What follows belongs to an exercise in optimizing a design on an open flow for small area; a production flow would make more cautious choices.
At most, simulation tests tie the RTL to the original design; equivalence was not proved.
Function not checked in runs 2 and 3: the RTL went through the layout flow alone.
No activity file was given, so power comes from the tool's default toggle rates.

## flow/config.mk

```make
export PLATFORM = sky130hd
export DESIGN_NAME = rx_mac_top
export DESIGN_NICKNAME = rx_mac_top
export VERILOG_FILES = /design/flow/design.v
export SDC_FILE = /design/flow/constraint.sdc
export NUM_CORES = 4
export LEC_CHECK = 0
export CAP_MARGIN = 0
export CORE_MARGIN = 2
export CORE_UTILIZATION = 40
export GPL_TIMING_DRIVEN = 0
export PLACE_DENSITY = 0.6
export SLEW_MARGIN = 0
```

## flow/constraint.sdc

```tcl
create_clock -name core_clock -period 4.0 [get_ports {clk}]
set_input_delay 0.8000 -clock core_clock [delete_from_list [all_inputs] [get_ports {clk}]]
set_output_delay 0.8000 -clock core_clock [all_outputs]
set_load 0.01 [all_outputs]
```

## flow/design.v

```verilog
`default_nettype none
package rx_pkg;
	typedef struct packed {
		logic [256-1:0] data;
		logic [32-1:0]  ctrl;
	} rx_word_t;
	typedef enum logic [1:0] {
		SPEED_25G = 2'd0,
		SPEED_40G = 2'd1,
		SPEED_50G = 2'd2
	} rx_speed_t;
	typedef struct packed {
		logic       sof;
		logic [2:0] sof_lane;   
		logic       eof;
		logic [4:0] eof_lane;   
		logic       in_frame;
	} rx_evt_t;
	typedef struct packed {
		logic [7:0]  sof_mark;    
		logic        same_word;   
		logic [6:0]  rsvd;
		logic [15:0] bytes;
	} rx_bcnt_t;
endpackage
`default_nettype wire
`default_nettype none
module rx_mac_top (
	input  wire                clk,
	input  wire                reset_,
	input  wire  [1:0]         speed,        
	input  wire                init_done,
	input  wire  [287:0]       rx_in,        
	output logic [287:0]       rx_out,       
	output logic               x_we,
	output logic               x_bcnt_we,
	output logic [31:0]        x_byte_cnt,   
	output logic               linkup
);
	localparam int LINK_MAX = 8 + 2;   
	logic [32-1:0]       ctrl;
	logic [256-1:0]      data;
	assign ctrl = rx_in[32-1:0];
	assign data = rx_in[287:32];
	logic [8-1:0] start_found;
	logic [8-1:0] seq_found;
	logic [32-1:0]       term_found;
	logic [32-1:0]       term_m;
	logic                       start_any;
	logic [2:0]                 start_pos;
	logic                       term_any;
	logic [4:0]                 term_lane;    
	always_comb begin
		for (int k = 0; k < 8; k++) begin
			start_found[k] = ctrl[4*k] && (data[32*k +: 8] == 8'hfb);
			seq_found[k]   = ctrl[4*k] && (data[32*k +: 8] == 8'h9c);
		end
		for (int l = 0; l < 32; l++) begin
			term_found[l] = ctrl[l] && (data[8*l +: 8] == 8'hfd);
		end
	end
	assign start_any = |start_found;
	always_comb begin
		start_pos = 3'd0;
		for (int k = 8 - 1; k >= 0; k--)
			if (start_found[k])
				start_pos = 3'(k);
	end
	logic [1:0] ph;       
	logic       inf;      
	logic       sof_q;    
	logic       wf;       
	logic       ef;       
	logic       b1;
	logic       blast;
	logic       sof_hit;
	logic       eof1;
	assign b1    = (ph == 2'd1);
	assign blast = (ph == ((speed == 2'd0) ? 2'd3 : 2'd1));
	assign sof_hit = start_any && !inf && (ph == 2'd0 || !ef);
	logic       tq_any;    
	logic [4:0] tq_lane;   
	logic [7:0] grp_ok;
	always_comb begin
		for (int g = 0; g < 8; g++)
			grp_ok[g] = inf || (|(start_found & 8'((16'd2 << g) - 16'd1)));
	end
	always_comb begin
		for (int l = 0; l < 32; l++)
			term_m[l] = term_found[l] && grp_ok[l/4];
		term_any  = |term_m;
		term_lane = 5'd0;   
		for (int l = 32 - 1; l >= 0; l--)
			if (term_m[l])
				term_lane = 5'(l + 1);
	end
	always_ff @(posedge clk) begin
		tq_any  <= term_any;
		tq_lane <= term_lane;
	end
	assign eof1 = b1 && inf && tq_any;
	always_ff @(posedge clk) begin
		ph    <= sof_hit ? 2'd1 : (blast ? 2'd0 : ph + 2'd1);
		sof_q <= sof_hit;
		if (!reset_) begin
			inf <= 1'b0;
			wf  <= 1'b0;
			ef  <= 1'b0;
		end else begin
			if (eof1)
				inf <= 1'b0;
			else if (sof_hit)
				inf <= 1'b1;
			if (b1) begin
				wf <= inf;
				ef <= eof1;
			end
		end
	end
	always_ff @(posedge clk) begin
		if (b1)
			rx_out <= rx_in;
	end
	assign x_we      = wf && blast;
	assign x_bcnt_we = ef && blast;
	logic [10:0] cnt_hi;
	logic [4:0]  cnt_lo;
	logic        cnt_cy;
	logic [2:0]  sof_pos;
	logic        same_word;
	logic [5:0]  word_bytes;   
	logic [5:0]  lo_sum;
	assign word_bytes = {tq_lane == 5'd0, tq_lane};
	assign lo_sum = {1'b0, cnt_lo[4:2], 2'b00} + word_bytes;
	always_ff @(posedge clk) begin
		cnt_cy <= 1'b0;
		if (b1 && inf) begin
			if (sof_q) begin
				cnt_lo <= {word_bytes[4:2] - start_pos, word_bytes[1:0]};
			end else begin
				cnt_lo <= lo_sum[4:0];
				cnt_cy <= lo_sum[5];
			end
		end
		if (sof_q)
			cnt_hi <= 11'(word_bytes[5] && start_found[0]);
		else
			cnt_hi <= cnt_hi + 11'(cnt_cy);
		if (sof_q) begin
			sof_pos   <= start_pos;
			same_word <= tq_any;
		end
	end
	assign x_byte_cnt = {8'(1) << sof_pos, same_word, 7'd0, cnt_hi, cnt_lo};
	logic       seq_q;
	logic       fault;
	logic [3:0] clean;   
	assign fault = !init_done || seq_q;
	always_ff @(posedge clk) begin
		if (!reset_) begin
			seq_q  <= 1'b0;
			clean  <= 4'd0;
			linkup <= 1'b0;
		end else begin
			seq_q  <= |seq_found;
			clean  <= fault ? 4'd0 : (clean == 4'(LINK_MAX) ? clean : clean + 4'd1);
			linkup <= (clean == 4'(LINK_MAX));
		end
	end
endmodule
`default_nettype wire
```

## flow/flow/run.sh

```bash
#!/bin/bash
# layout flow: the standard flow with these changes
#  - synthesis maps the logic between the registers with an area-oriented ABC
#    script (flow/area.abc); the registers are mapped as in the standard flow
#  - the port buffers, and the buffers synthesis puts on constant outputs,
#    are the smallest buffer
#  - the clock tree uses larger sink clusters and no dummy loads
#  - one tie cell drives all the constant outputs' buffers
set -e
W=$PWD
{
	cat <<'EOT'
proc abc {args} {
  set i [lsearch -exact $args -script]
  if { $i >= 0 } {
    set args [lreplace $args [expr {$i + 1}] [expr {$i + 1}] $::env(MY_ABC_SCRIPT)]
  }
  yosys abc {*}$args
}
EOT
	cat synth_recipe.tcl
} > my_synth.tcl
sed -e "s#SYNTH_SCRIPT=[^ ]*#SYNTH_SCRIPT=$W/my_synth.tcl 'MIN_BUF_CELL_AND_PORTS=sky130_fd_sc_hd__buf_1 A X' SKIP_REPAIR_TIE_FANOUT=1#" standard.sh > my_standard.sh
export MY_ABC_SCRIPT=$W/flow/area.abc
export BUFFER_PORTS_ARGS="-buffer_cell sky130_fd_sc_hd__buf_1"
export CTS_ARGS="-sink_clustering_enable -repair_clock_nets -sink_clustering_size 16 -sink_clustering_max_diameter 100 -buf_list {sky130_fd_sc_hd__clkbuf_4 sky130_fd_sc_hd__clkbuf_8} -dont_use_dummy_load"
bash my_standard.sh > standard.log 2>&1
```

## flow/flow/area.abc

```
strash
&get -n
&st
&syn2
&dch -f
&nf -a -R 30
&st
&syn2
&dch -f
&nf -a -R 30
&put
topo
dnsize -c
```

## flow/standard.sh

```bash
#!/bin/bash
# synth_recipe.tcl (not shown) runs the flow's synth.tcl, then flattens the netlist and writes it again
# the make line also repeats each setting of config.mk as NAME=value (left out here)
make -C /OpenROAD-flow-scripts/flow DESIGN_CONFIG=/design/flow/config.mk WORK_HOME=/design/flow/orfs CLKGATE_MAP_FILE= SYNTH_SCRIPT=/design/flow/synth_recipe.tcl "${@:-finish}"
```

==> impl_metrics.env, run 1 <==
export IMPL_final_cell_mix="buf_1 (615), edfxtp_1 (297), nor2_1 (49)"
export IMPL_peakVddDrop_v=0.0003297
export IMPL_ant_nets=0
export IMPL_grt_pass1_wl_um=54250
export IMPL_die_w_um=175.1
export IMPL_insertion_delay_ns=0.56
export IMPL_multi_input_area_mm2=0.002175
export IMPL_leakage_uw=0.004697
export IMPL_min_period_over_period=0.9264
export IMPL_die_h_um=175.1
export IMPL_cp_max_fo=7
export IMPL_finClkSkew_ns=0.05241
export IMPL_placed_area_mm2=0.01459
export IMPL_internal_power_uw=5813
export IMPL_final_nets=1645
export IMPL_pin_count=616
export IMPL_grt_pass1_vias=8577
export IMPL_rsz0062_at_grt="false"
export IMPL_coreArea_mm2=0.02878
export IMPL_start_util=0.4067
export IMPL_hold_depth=1
export IMPL_dp_hpwl_um=32130
export IMPL_drt_iter0_markers=595
export IMPL_synthCells=702
export IMPL_max_cap_violations=0
export IMPL_ys_warn_count=1
export IMPL_pwr_share_seq=0.598
export IMPL_grt_max_degree=72
export IMPL_synth_area_per_cell_um2=16.67
export IMPL_switchingPower_uw=2605
export IMPL_drc=0
export IMPL_gp_congestion=0.9010
export IMPL_final_layout_size_suffix_gt1_frac=0.03064
export IMPL_status="timing/DRC/antenna clean"
export IMPL_rrSetupSlack_ns=0.64
export IMPL_hold_ws_ns=0.4260
export IMPL_critPathCaptureType="register"
export IMPL_reg2reg_to="tq_lane[0]"
export IMPL_ctsRootBufferMaster="clkbuf_8"
export IMPL_wirelength_um=38950
export IMPL_synth_area_mm2=0.01170
export IMPL_pwr_share_comb=0.220
export IMPL_arrival_ns=4.20
export IMPL_finalMaxSlewViolations=0
export IMPL_worst_setup_path_type="input pin to register"
export IMPL_cts_sinks=327
export IMPL_timing_fmax_ghz=0.2699
export IMPL_final_util=0.5205
export IMPL_reg2reg_from="inf"
export IMPL_numCtsBuffers=24
export IMPL_setup_viol=0
export IMPL_nFillCells=2602
export IMPL_worstHoldEndpoint="rx_out[11]"
export IMPL_dieArea_mm2=0.03064
export IMPL_fin_area_mm2=0.01498
export IMPL_powerDensity_mw_per_mm2=561.9
export IMPL_grtUsageTotal=0.2426
export IMPL_holdCritPathClass="input pin to register"
export IMPL_vias_per_cell=5.121
export IMPL_htreeDepth=1
export IMPL_cp_required_ns=4.50
export IMPL_antenna_found_initial=3
export IMPL_rows=62
export IMPL_p_sw_frac=0.3095
export IMPL_cts_buffer_depth=3
export IMPL_hold_start="rx_in[11]"
export IMPL_p_clk_frac=0.182
export IMPL_grt_overflow_total=0
export IMPL_hold_viol_final=0
export IMPL_tightest_slew_ns=0.8718
export IMPL_synth_cell_type_count=42
export IMPL_dr_pass1_iters=5
export IMPL_ys_ff_latch=327
export IMPL_diodes=0
export IMPL_maxSlewHeadroom=0.4135
export IMPL_clk_pin_slew_ns=0.10
export IMPL_port_buffers=608
export IMPL_seq_area_frac_synth=0.8133
export IMPL_ff_latch_area_mm2=0.009519
export IMPL_post_cts_buffers=0
export IMPL_syn_to_final_growth_pct=28.00
export IMPL_layout_commonest_cell="buf_1"
export IMPL_ff2ff_path_depth=21
export IMPL_vias=8819
export IMPL_startpoint_type="input pin"
export IMPL_cts_tree="built"
export IMPL_wl_per_cell_um=22.62
export IMPL_layout_min_cycle_time_ns=3.706
==> worst max-delay path: stages <==
cell	delay (ns)
buf_1	0.22
nand3_1	0.14
or3_1	0.42
and3_4	0.23
and2_2	0.27
or4_1	0.56
o21ai_0	0.10
a21oi_1	0.08
o21ai_1	0.12
a22o_1	0.17
a21oi_1	0.08
o21ba_1	0.21
o21ba_1	0.16
nor2_1	0.10
nor2_1	0.04
o21ai_0	0.15
a21oi_1	0.08
nor2_1	0.11
nor2_1	0.04
o21ai_0	0.12
==> sequential cells by signal, indices dropped and copies added, names as in the netlist <==
register	flops
rx_out	288
cnt_hi	11
cnt_lo	5
tq_lane	5
clean	4
sof_pos	3
ph	2
cnt_cy	1
ef	1
inf	1
linkup	1
same_word	1
seq_q	1
sof_q	1
tq_any	1
wf	1
==> cells in the mapped netlist <==
library cell | n | share of area
edfxtp_1 | 297 | 0.76
nor2_1 | 50 | 0.016
nand2_1 | 39 | 0.013
nand3_1 | 35 | 0.015
nand4_1 | 31 | 0.017
dfxtp_1 | 30 | 0.051
nor3_1 | 22 | 0.0094
a21oi_1 | 21 | 0.0090
nand2b_1 | 15 | 0.0080
clkinv_1 | 14 | 0.0045
nor3b_1 | 14 | 0.0090
o21ai_0 | 14 | 0.0060
nand4b_1 | 13 | 0.0097
nor4_1 | 13 | 0.0069
or4_1 | 11 | 0.0071
and3_1 | 10 | 0.0053
ha_1 | 10 | 0.011
buf_1 | 8 | 0.0026
and2_0 | 7 | 0.0037
or3_1 | 7 | 0.0037
xor2_1 | 7 | 0.0052
xnor2_1 | 5 | 0.0037
a21boi_0 | 3 | 0.0019
a211oi_1 | 2 | 0.0013
a21o_1 | 2 | 0.0013
and3b_1 | 2 | 0.0015
fa_1 | 2 | 0.0034
nor2b_1 | 2 | 0.0011
nor4b_1 | 2 | 0.0015
o21ba_1 | 2 | 0.0017
a221oi_1 | 1 | 0.00075
a22o_1 | 1 | 0.00075
a31oi_1 | 1 | 0.00053
and4_1 | 1 | 0.00075
and4b_1 | 1 | 0.00086
conb_1 | 1 | 0.00032
mux2i_1 | 1 | 0.00086
nand3b_1 | 1 | 0.00064
o21bai_1 | 1 | 0.00064
o31a_1 | 1 | 0.00075
or2_0 | 1 | 0.00053
or4b_1 | 1 | 0.00086
==> cells by family (layout without fill, tap and decap cells) <==
group,Yosys count,after routing,share of synthesized area
other cells,1,1,0.0003204
xor+xnor,12,12,0.008980
buf+inv,22,658,0.007056
simple gates,278,278,0.1307
fa+ha+maj,12,12,0.01411
mux,1,1,0.0008553
compound gates,49,49,0.02459
flops,327,327,0.8133
==> power by group through the flow <==
| stage | sequential (uW) | clock [uW] | combinational, uW |
|---|---|---|---|
| finish | 5030 | 1530 | 1850 |
| global route | 5110 | 1690 | 1960 |
| CTS | 5040 | 1590 | 1870 |
| detailed placement | 5110 | 0 | 1860 |
| global placement | 5160 | 0 | 1790 |
| floorplan | 5620 | 0 | 311 |
==> metrics by stage <==
stage	power, uW	setup TNS [ns]	worst slack, ns	std cells
after floorplan	5930	0	0.2006	702
after CTS	8497	0	0.01051	1722
after global routing	8761	0	0.01455	1722
after detailed placement	6972	-1.098	-0.8148	1698
final	8418	0	0.2942	1722
after global placement	6953	-2.462	-0.7876	1694
==> area by class of cell <==
type / instances / share of cell area
plain buffers: 8 / 0.002005
clock buffers: 24 / 0.02205
inverters: 14 / 0.003508
multi-input cells: 353 / 0.1452
flip-flops and latches: 327 / 0.6354
well taps: 384 / 0.03207
repair buffers: 612 / 0.1598
==> metal layers <==
layer | global-route usage | vias up | wire length (um)
li1 | - | 3987 | -
met1 | 0.2980 | 4347 | 14950
met2 | 0.4371 | 432 | 20210
met3 | 0.05918 | 49 | 3124
met4 | 0.04688 | 4 | 635
met5 | 0 | - | 27
==> how the worst max path moves through the flow <==
stage          slack, ns  cells after the start       start          to
3_5_place_dp       -0.81                     24   rx_in[34]  tq_lane[0]
3_3_place_gp       -0.79                     24   rx_in[34]  tq_lane[0]
4_1_cts             0.01                     24   rx_in[34]  tq_lane[0]
5_1_grt             0.01                     24  rx_in[228]  tq_lane[0]
2_1_floorplan       0.20                     23   rx_in[33]  tq_lane[0]
6_report            0.29                     20   rx_in[70]  tq_lane[0]
==> what timing repair did <==
| action | 4_1_cts | 5_1_grt |
|---|---|---|
| hold buffers | 0 | 0 |
| pin swaps | 0 | 2 |
| setup endpoints to repair | 1 | 1 |
| gates resized for setup | 3 | 15 |
==> inputs of run 2 (changes only) <==
--- a/flow/design.v
+++ b/flow/design.v
@@ -70,14 +70,13 @@
 	logic       inf;      
 	logic       sof_q;    
 	logic       wf;       
-	logic       ef;       
 	logic       b1;
 	logic       blast;
 	logic       sof_hit;
 	logic       eof1;
 	assign b1    = (ph == 2'd1);
 	assign blast = (ph == ((speed == 2'd0) ? 2'd3 : 2'd1));
-	assign sof_hit = start_any && !inf && (ph == 2'd0 || !ef);
+	assign sof_hit = start_any && !inf && (ph == 2'd0 || !wf);
 	logic       tq_any;    
 	logic [4:0] tq_lane;   
 	logic [7:0] grp_ok;
@@ -105,16 +104,13 @@
 		if (!reset_) begin
 			inf <= 1'b0;
 			wf  <= 1'b0;
-			ef  <= 1'b0;
 		end else begin
 			if (eof1)
 				inf <= 1'b0;
 			else if (sof_hit)
 				inf <= 1'b1;
-			if (b1) begin
+			if (b1)
 				wf <= inf;
-				ef <= eof1;
-			end
 		end
 	end
 	always_ff @(posedge clk) begin
@@ -122,10 +118,9 @@
 			rx_out <= rx_in;
 	end
 	assign x_we      = wf && blast;
-	assign x_bcnt_we = ef && blast;
+	assign x_bcnt_we = wf && blast && (!inf || sof_q);
 	logic [10:0] cnt_hi;
 	logic [4:0]  cnt_lo;
-	logic        cnt_cy;
 	logic [2:0]  sof_pos;
 	logic        same_word;
 	logic [5:0]  word_bytes;   
@@ -133,19 +128,16 @@
 	assign word_bytes = {tq_lane == 5'd0, tq_lane};
 	assign lo_sum = {1'b0, cnt_lo[4:2], 2'b00} + word_bytes;
 	always_ff @(posedge clk) begin
-		cnt_cy <= 1'b0;
 		if (b1 && inf) begin
-			if (sof_q) begin
+			if (sof_q)
 				cnt_lo <= {word_bytes[4:2] - start_pos, word_bytes[1:0]};
-			end else begin
+			else
 				cnt_lo <= lo_sum[4:0];
-				cnt_cy <= lo_sum[5];
-			end
 		end
 		if (sof_q)
 			cnt_hi <= 11'(word_bytes[5] && start_found[0]);
 		else
-			cnt_hi <= cnt_hi + 11'(cnt_cy);
+			cnt_hi <= cnt_hi + 11'(b1 && inf && lo_sum[5]);
 		if (sof_q) begin
 			sof_pos   <= start_pos;
 			same_word <= tq_any;
--- a/flow/flow/run.sh
+++ b/flow/flow/run.sh
@@ -1,5 +1,5 @@
 #!/bin/bash
-# layout flow: the standard flow with these changes
+# layout flow: the standard flow with three changes
 #  - synthesis maps the logic between the registers with an area-oriented ABC
 #    script (flow/area.abc); the registers are mapped as in the standard flow
 #  - the port buffers, and the buffers synthesis puts on constant outputs,
==> run 2 against run 1 <==
Net effect:
- die area about the same
- still clean
- global-route usage up 0.25 points
- largest cell class unchanged
- non-clock buffer count up 5
- synthesized area hardly changed
- total power up 0.16%
- sequential cell count decreased by 2
- final cell count grew 1.5%
- setup slack got worse by 0.055 ns
- via count is 1.4% lower
==> impl_metrics.env, run 2 <==
export IMPL_cp_max_fo=6
export IMPL_numCtsBuffers=24
export IMPL_grt_max_degree=72
export IMPL_internal_power_uw=5791
export IMPL_clk_pin_slew_ns=0.11
export IMPL_insertion_delay_ns=0.59
export IMPL_arrival_ns=4.25
export IMPL_grtUsageTotal=0.2451
export IMPL_grtUsageMet1=0.2712
export IMPL_dieArea_mm2=0.03066
export IMPL_cts_tree="built"
export IMPL_setup_viol=0
export IMPL_synth_flop_cell="edfxtp_1"
export IMPL_synthTopCellsByArea="edfxtp_1 (76%), dfxtp_1 (4.8%), nand3_1 (1.9%), nor2_1 (1.6%), nand2_1 (1.5%)"
export IMPL_regMostFlops="rx_out"
export IMPL_critPathCaptureType="register"
export IMPL_synth_area_mm2=0.01171
export IMPL_max_cap_violations=0
export IMPL_tightest_slew_ns=0.8046
export IMPL_yosysTopAreaCell="edfxtp_1"
export IMPL_timing_fmax_ghz=0.2659
export IMPL_synth_top_cell_area_share=0.7615
export IMPL_port_buffers=608
export IMPL_peakVddDrop_v=0.0004016
export IMPL_powerDensity_mw_per_mm2=557.1
export IMPL_grt_busiest_layer="met2"
export IMPL_hold_buffers=0
export IMPL_ant_nets=0
export IMPL_finClkSkew_ns=0.07777
export IMPL_vias_per_cell=4.977
export IMPL_min_period_over_period=0.9403
export IMPL_final_util=0.5259
export IMPL_p_sw_frac=0.3132
export IMPL_ff2ff_path_depth=23
export IMPL_synth_cell_type_count=40
export IMPL_dr_pass1_iters=5
export IMPL_cp_required_ns=4.49
export IMPL_worst_slack_ns=0.2387
export IMPL_switchingPower_uw=2641
export IMPL_synth_edff_count=297
export IMPL_dp_hpwl_um=32420
export IMPL_nFillCells=2626
export IMPL_ys_ff_latch=325
export IMPL_worst_setup_path_type="input pin to register"
export IMPL_grt_util_met3=0.07876
export IMPL_layout_commonest_cell="buf_1"
export IMPL_setup_tns_ns=0
export IMPL_leakage_uw=0.004805
export IMPL_status="timing/DRC/antenna clean"
export IMPL_ys_warn_count=1
export IMPL_coreArea_mm2=0.02878
export IMPL_placed_area_mm2=0.01463
export IMPL_final_nets=1664
export IMPL_grt_overflow_total=0
export IMPL_startpoint_type="input pin"
export IMPL_p_total_uw=8432
export IMPL_die_h_um=175.1
export IMPL_yosysMostFrequentCell="edfxtp_1"
export IMPL_hold_viol_final=0
export IMPL_largest_reg_flops=288
export IMPL_fin_area_mm2=0.01514
export IMPL_holdCritPathClass="input pin to register"
export IMPL_start_util=0.4069
export IMPL_synth_area_per_cell_um2=16.36
export IMPL_rsz0062_at_grt="false"
export IMPL_dp_slack_ns=-1.297
export IMPL_wirelength_um=39280
export IMPL_pin_count=616
export IMPL_htreeDepth=1
export IMPL_synthTopCellsByCount="edfxtp_1 (297), nor2_1 (49), nand2_1 (48)"
export IMPL_hold_depth=1
export IMPL_p_clk_frac=0.184
export IMPL_pwr_share_comb=0.225
export IMPL_syn_to_final_growth_pct=29.24
export IMPL_layout_min_cycle_time_ns=3.761
export IMPL_final_cell_mix="buf_1 (614), edfxtp_1 (297), nor2_1 (49)"
export IMPL_seq_area_frac_synth=0.8094
export IMPL_multi_input_area_mm2=0.002268
export IMPL_largestRegisters="rx_out (288), cnt_hi (11)"
export IMPL_die_w_um=175.1
export IMPL_ctsRootBufferMaster="clkbuf_8"
export IMPL_grt_pass1_wl_um=54760
export IMPL_gp_congestion=0.9219
export IMPL_antenna_found_initial=11
export IMPL_cts_buffer_depth=3
export IMPL_ff_latch_area_mm2=0.009480
export IMPL_pwr_share_seq=0.592
export IMPL_rows=62
export IMPL_async_flop_share=0
export IMPL_rrSetupSlack_ns=0.43
export IMPL_grt_pass1_vias=8566
export IMPL_globalRouteMet2Util=0.4495
export IMPL_wl_per_cell_um=22.48
export IMPL_synthCells=716
export IMPL_finalMaxSlewViolations=0
export IMPL_cts_sinks=325
export IMPL_drc=0
export IMPL_final_layout_size_suffix_gt1_frac=0.04348
export IMPL_maxSlewHeadroom=0.4629
export IMPL_vias=8694
export IMPL_drt_iter0_markers=518
## run 2: final timing paths
kind,startpoint,end
worst min-delay path,rx_in[124],rx_out[124]
worst max register to register,inf,tq_lane[0]
worst min register to register,ph[0],ph[0]
worst max-delay path,rx_in[37],tq_lane[0]
## run 2: timing repair
item,in CTS,in global routing
setup endpoints to repair,1,1
pin swaps,5,6
setup buffers,1,4
gates resized for setup,18,11
## run 2: cells by family after synthesis
group                      after synthesis  share of synthesized area
AOI/OAI and AO/OA                       46                    0.02382
DFF                                    325                     0.8094
and+or+nand+nor                        284                     0.1309
muxes                                    1                  0.0008547
other                                    1                  0.0003202
xor gates and xnor gates                13                   0.009722
buffers and inverters                   34                    0.01090
adders and majority gates               12                    0.01410
## run 2: critical path, cell delays in order
cell      delay, ns
buf_1          0.20
nand3_2        0.17
o31ai_4        0.33
nor4b_4        0.12
and3_4         0.23
or4_4          0.53
a31oi_4        0.19
o21bai_1       0.08
a21boi_1       0.20
o21bai_1       0.08
nand2b_1       0.09
a21boi_0       0.10
o21ba_2        0.24
o21ai_2        0.12
a21oi_1        0.10
o21bai_1       0.16
a21o_1         0.13
nand2_1        0.04
nand2_1        0.06
nand2_1        0.05
nand2_1        0.06
nand2_1        0.05
nand2_1        0.06
nand2_1        0.05
## run 2: cell type report
cell class	count	area share
Antenna cell	6	0.0009920
Sequential cell	325	0.6264
Clock buffer	24	0.02182
Tap cell	384	0.03174
Buffer	8	0.001984
Inverter	26	0.006531
Timing Repair Buffer	617	0.1607
Multi-Input combinational cell	357	0.1499
## run 2: routing by layer
metal / up-vias / part of all wire
li1: 4036 / -
met1: 4181 / 0.36
met2: 404 / 0.53
met3: 61 / 0.082
met4: 12 / 0.026
met5: - / 0.0034
## run 2: stage by stage
step | hold slack (ns) | instances
final | 0.4036 | 1747
after global routing | 0.3735 | 1743
after CTS | 0.3557 | 1738
after detailed placement | 0.4243 | 1713
after global placement | 0.4132 | 1708
after floorplan | 0.4005 | 716
## run 2: power groups by stage
stage | Sequential, uW | Clock, uW | Combinational [uW]
floorplan | 5600 | 0 | 313
global placement | 5130 | 0 | 1830
detailed placement | 5080 | 0 | 1910
CTS | 5000 | 1590 | 1920
global route | 5080 | 1690 | 2000
finish | 4990 | 1550 | 1890
==> inputs of run 3 (changes only) <==
--- a/flow/flow/run.sh
+++ b/flow/flow/run.sh
@@ -5,7 +5,6 @@
 #  - the port buffers, and the buffers synthesis puts on constant outputs,
 #    are the smallest buffer
 #  - the clock tree uses larger sink clusters and no dummy loads
-#  - one tie cell drives all the constant outputs' buffers
 set -e
 W=$PWD
 {
@@ -20,7 +19,7 @@
 EOT
 	cat synth_recipe.tcl
 } > my_synth.tcl
-sed -e "s#SYNTH_SCRIPT=[^ ]*#SYNTH_SCRIPT=$W/my_synth.tcl 'MIN_BUF_CELL_AND_PORTS=sky130_fd_sc_hd__buf_1 A X' SKIP_REPAIR_TIE_FANOUT=1#" standard.sh > my_standard.sh
+sed -e "s#SYNTH_SCRIPT=[^ ]*#SYNTH_SCRIPT=$W/my_synth.tcl 'MIN_BUF_CELL_AND_PORTS=sky130_fd_sc_hd__buf_1 A X'#" standard.sh > my_standard.sh
 export MY_ABC_SCRIPT=$W/flow/area.abc
 export BUFFER_PORTS_ARGS="-buffer_cell sky130_fd_sc_hd__buf_1"
 export CTS_ARGS="-sink_clustering_enable -repair_clock_nets -sink_clustering_size 16 -sink_clustering_max_diameter 100 -buf_list {sky130_fd_sc_hd__clkbuf_4 sky130_fd_sc_hd__clkbuf_8} -dont_use_dummy_load"
==> flow/flow/area.abc (replaced) <==
strash
&get -n
&st
&syn2
&dch -f
&nf -R 30 -C 32 -F 8 -A 4
&st
&syn2
&dch -f
&nf -R 30 -C 32 -F 8 -A 4
&put
topo
dnsize -c
==> run 3 against run 2 <==
Net effect:
- still clean on timing, DRC and antenna
- maximum frequency shrank 0.53%
- synthesized cell count shrank 2.5%
- sequential power is essentially flat
- critical path type unchanged
- critical endpoint unchanged
==> impl_metrics.env, run 3 <==
export IMPL_status="timing/DRC/antenna clean"
export IMPL_drc=0
export IMPL_maxSlewHeadroom=0.4743
export IMPL_numCtsBuffers=24
export IMPL_cp_required_ns=4.47
export IMPL_layout_commonest_cell="buf_1"
export IMPL_pin_count=616
export IMPL_async_flop_share=0
export IMPL_largestRegisters="rx_out (288), cnt_hi (11)"
export IMPL_htreeDepth=1
export IMPL_synth_top_cell_area_share=0.7651
export IMPL_hold_ws_ns=0.3973
export IMPL_synth_area_mm2=0.01166
export IMPL_start_util=0.4061
export IMPL_synth_cell_type_count=45
export IMPL_rsz0062_at_grt="false"
export IMPL_hold_start="rx_in[137]"
export IMPL_coreArea_mm2=0.02870
export IMPL_clk_pin_slew_ns=0.11
export IMPL_leakage_uw=0.004722
export IMPL_port_buffers=608
export IMPL_cp_max_fo=5
export IMPL_arrival_ns=4.25
export IMPL_synthTopCellsByCount="edfxtp_1 (297), nor2_1 (50), nand3_1 (36)"
export IMPL_reg2reg_from="inf"
export IMPL_synth_flop_cell="edfxtp_1"
export IMPL_holdCritPathClass="input pin to register"
export IMPL_cts_tree="built"
export IMPL_nFillCells=2585
export IMPL_synth_area_per_cell_um2=16.70
export IMPL_ant_nets=0
export IMPL_cts_sinks=325
export IMPL_synth_edff_count=297
export IMPL_hold_viol_final=0
export IMPL_min_period_over_period=0.9453
export IMPL_grt_pass1_wl_um=54740
export IMPL_final_layout_size_suffix_gt1_frac=0.04021
export IMPL_worst_setup_path_type="input pin to register"
export IMPL_tightest_slew_ns=0.7813
export IMPL_die_h_um=174.7
export IMPL_max_cap_violations=0
export IMPL_final_cell_mix="buf_1 (615), edfxtp_1 (297), nor2_1 (47)"
export IMPL_peakVddDrop_v=0.0003299
export IMPL_antenna_found_initial=5
export IMPL_synthCells=698
export IMPL_yosysTopAreaCell="edfxtp_1"
export IMPL_grt_pass1_vias=8739
export IMPL_rows=62
export IMPL_final_util=0.5245
export IMPL_finalMaxSlewViolations=0
export IMPL_p_total_uw=8426
export IMPL_finClkSkew_ns=0.07383
export IMPL_yosysMostFrequentCell="edfxtp_1"
export IMPL_ys_warn_count=1
export IMPL_dieArea_mm2=0.03052
export IMPL_vias=8733
export IMPL_gp_congestion=0.8843
export IMPL_wl_per_cell_um=22.63
export IMPL_final_nets=1650
export IMPL_grt_max_degree=73
export IMPL_insertion_delay_ns=0.58
export IMPL_seq_area_frac_synth=0.8132
export IMPL_wirelength_um=39150
export IMPL_ys_ff_latch=325
export IMPL_critPathCaptureType="register"
export IMPL_vias_per_cell=5.048
export IMPL_setup_tns_ns=0
export IMPL_regMostFlops="rx_out"
export IMPL_cts_buffer_depth=3
export IMPL_layout_min_cycle_time_ns=3.781
export IMPL_ctsRootBufferMaster="clkbuf_8"
export IMPL_drt_iter0_markers=585
export IMPL_grt_overflow_total=0
export IMPL_timing_fmax_ghz=0.2645
export IMPL_dr_pass1_iters=5
export IMPL_startpoint="rx_in[34]"
export IMPL_syn_to_final_growth_pct=29.14
export IMPL_startpoint_type="input pin"
export IMPL_synthTopCellsByArea="edfxtp_1 (77%), dfxtp_1 (4.8%), nand4_1 (1.6%), nor2_1 (1.6%), nand3_1 (1.5%)"
export IMPL_setup_viol=0
export IMPL_largest_reg_flops=288
export IMPL_die_w_um=174.7
export IMPL_dp_hpwl_um=32230
export IMPL_powerDensity_mw_per_mm2=559.7
export IMPL_grtUsageTotal=0.2456
[run 3: cell count changes in the layout (fill, tap and decap cells not counted), moves of 6 or more]
cell | previous run | this run
clkinv_1 | 25 | 17
nand2_1 | 48 | 34
o21ai_0 | 8 | 15
conb_1 | 1 | 7
nand3_1 | 43 | 36
nand4_1 | 24 | 30
nor4_1 | 19 | 12
[run 3: worst max-delay path, cell delays in order]
cell      delay [ns]
buf_1           0.13
nand4b_1        0.25
nor3_4          0.30
nor2_1          0.17
nand2_4         0.16
nor4_4          0.07
or4_1           0.58
a21oi_2         0.20
o21ai_1         0.09
a21oi_2         0.16
o21ai_0         0.09
a22o_1          0.20
a21oi_1         0.15
o21ba_1         0.12
o21ai_0         0.10
a21oi_1         0.18
o21ai_0         0.12
a32oi_1         0.17
o21ai_0         0.09
nand2_1         0.07
nand2_1         0.05
[run 3: final cells by class]
class	count	area, um^2	share of cell area
plain buffers	8	30.03	0.001995
multi-input cells	352	2236	0.1485
flip-flops and latches	325	9480	0.6298
repair buffers	615	2416	0.1605
diodes	3	7.507	0.0004987
well taps	384	480.5	0.03192
clock buffers	24	330.3	0.02194
inverters	19	72.57	0.004821
[run 3: stage by stage]
stage / std cells / instance area [um^2] / setup slack, ns
global placement: 1696 / 14480 / -1.161
finish: 1730 / 15050 / 0.2187
detailed placement: 1700 / 14590 / -1.219
floorplan: 704 / 11710 / -0.01631
global route: 1728 / 15050 / 0.04350
CTS: 1724 / 14980 / 0.05143
[run 3: path summary, 6_finish.rpt]
kind | endpoint | slack, ns | cells after the start
setup / recovery | tq_lane[0] | 0.22 | 21
hold / removal | rx_out[137] | 0.40 | 1
setup reg to reg | tq_lane[0] | 0.52 | 20
hold reg to reg | cnt_lo[0] | 0.44 | 0
[run 3: repair_timing]
item                                    4_1_cts  5_1_grt
hold buffers                                  0        0
setup buffers                                 0        3
hold endpoints to repair                      0        0
endpoints found under the setup margin        2        1
pin swaps                                     0        4
resized for setup                            14       12
[run 3: cell families after synthesis]
logic type / Yosys count / share of synthesized area
AO/OA/AOI/OAI: 56 / 0.02931
XOR/XNOR: 13 / 0.009768
adder cells (fa/ha/maj): 12 / 0.01417
buffers and inverters: 27 / 0.008695
flip-flops: 325 / 0.8132
multiplexers: 1 / 0.0008588
other: 1 / 0.0003217
AND/OR/NAND/NOR: 263 / 0.1237
[run 3: layer usage]
layer,track usage,up-vias,part of all wire
li1,-,3986,-
met1,0.2915,4219,0.37
met2,0.4200,446,0.50
met3,0.07963,76,0.099
met4,0.08715,6,0.033
met5,0,-,0.00077
[run 3: power by group]
part | leakage, uW | switching, uW | total, uW | internal [uW]
logic | 0.00157 | 1380 | 1880 | 493
clock network | 0.000173 | 1000 | 1540 | 539
registers | 0.00298 | 254 | 5010 | 4760
total | 0.00472 | 2640 | 8430 | 5790

[afterwards: timing with drivers on the ports]
No port has a modelled driver above. Below, the same layouts with a new extraction and two added sets of constraints.
Step 1 assumes that a clkbuf_16 drives the clock port and a buf_2 every other input.
Step 2, shift: input delay + t, output delay - t, t = (earliest + latest rising clock arrival at the registers) / 2. This alone moves slack from input paths to output paths.
Slacks: no drivers / after step 1 / after step 2; pairs: no drivers / after step 1.
| run | t (ns) | slack for setup (ns) | worst setup path after step 2 | worst register clock-pin slew, ns |
|---|---|---|---|---|
| run 1 | 0.580 | 0.294 / 0.286 / -0.294 | input to register | 0.10 / 0.10 |
| run 2 | 0.593 | 0.239 / 0.240 / -0.352 | input to register | 0.11 / 0.11 |
| run 3 | 0.592 | 0.219 / 0.247 / -0.345 | input to register | 0.11 / 0.11 |
Met with ideal ports but missed after step 2: setup timing in every run listed. For run 2, which loses most, drivers alone change the setup slack by +0.001 ns; drivers and shift together by -0.591 ns.
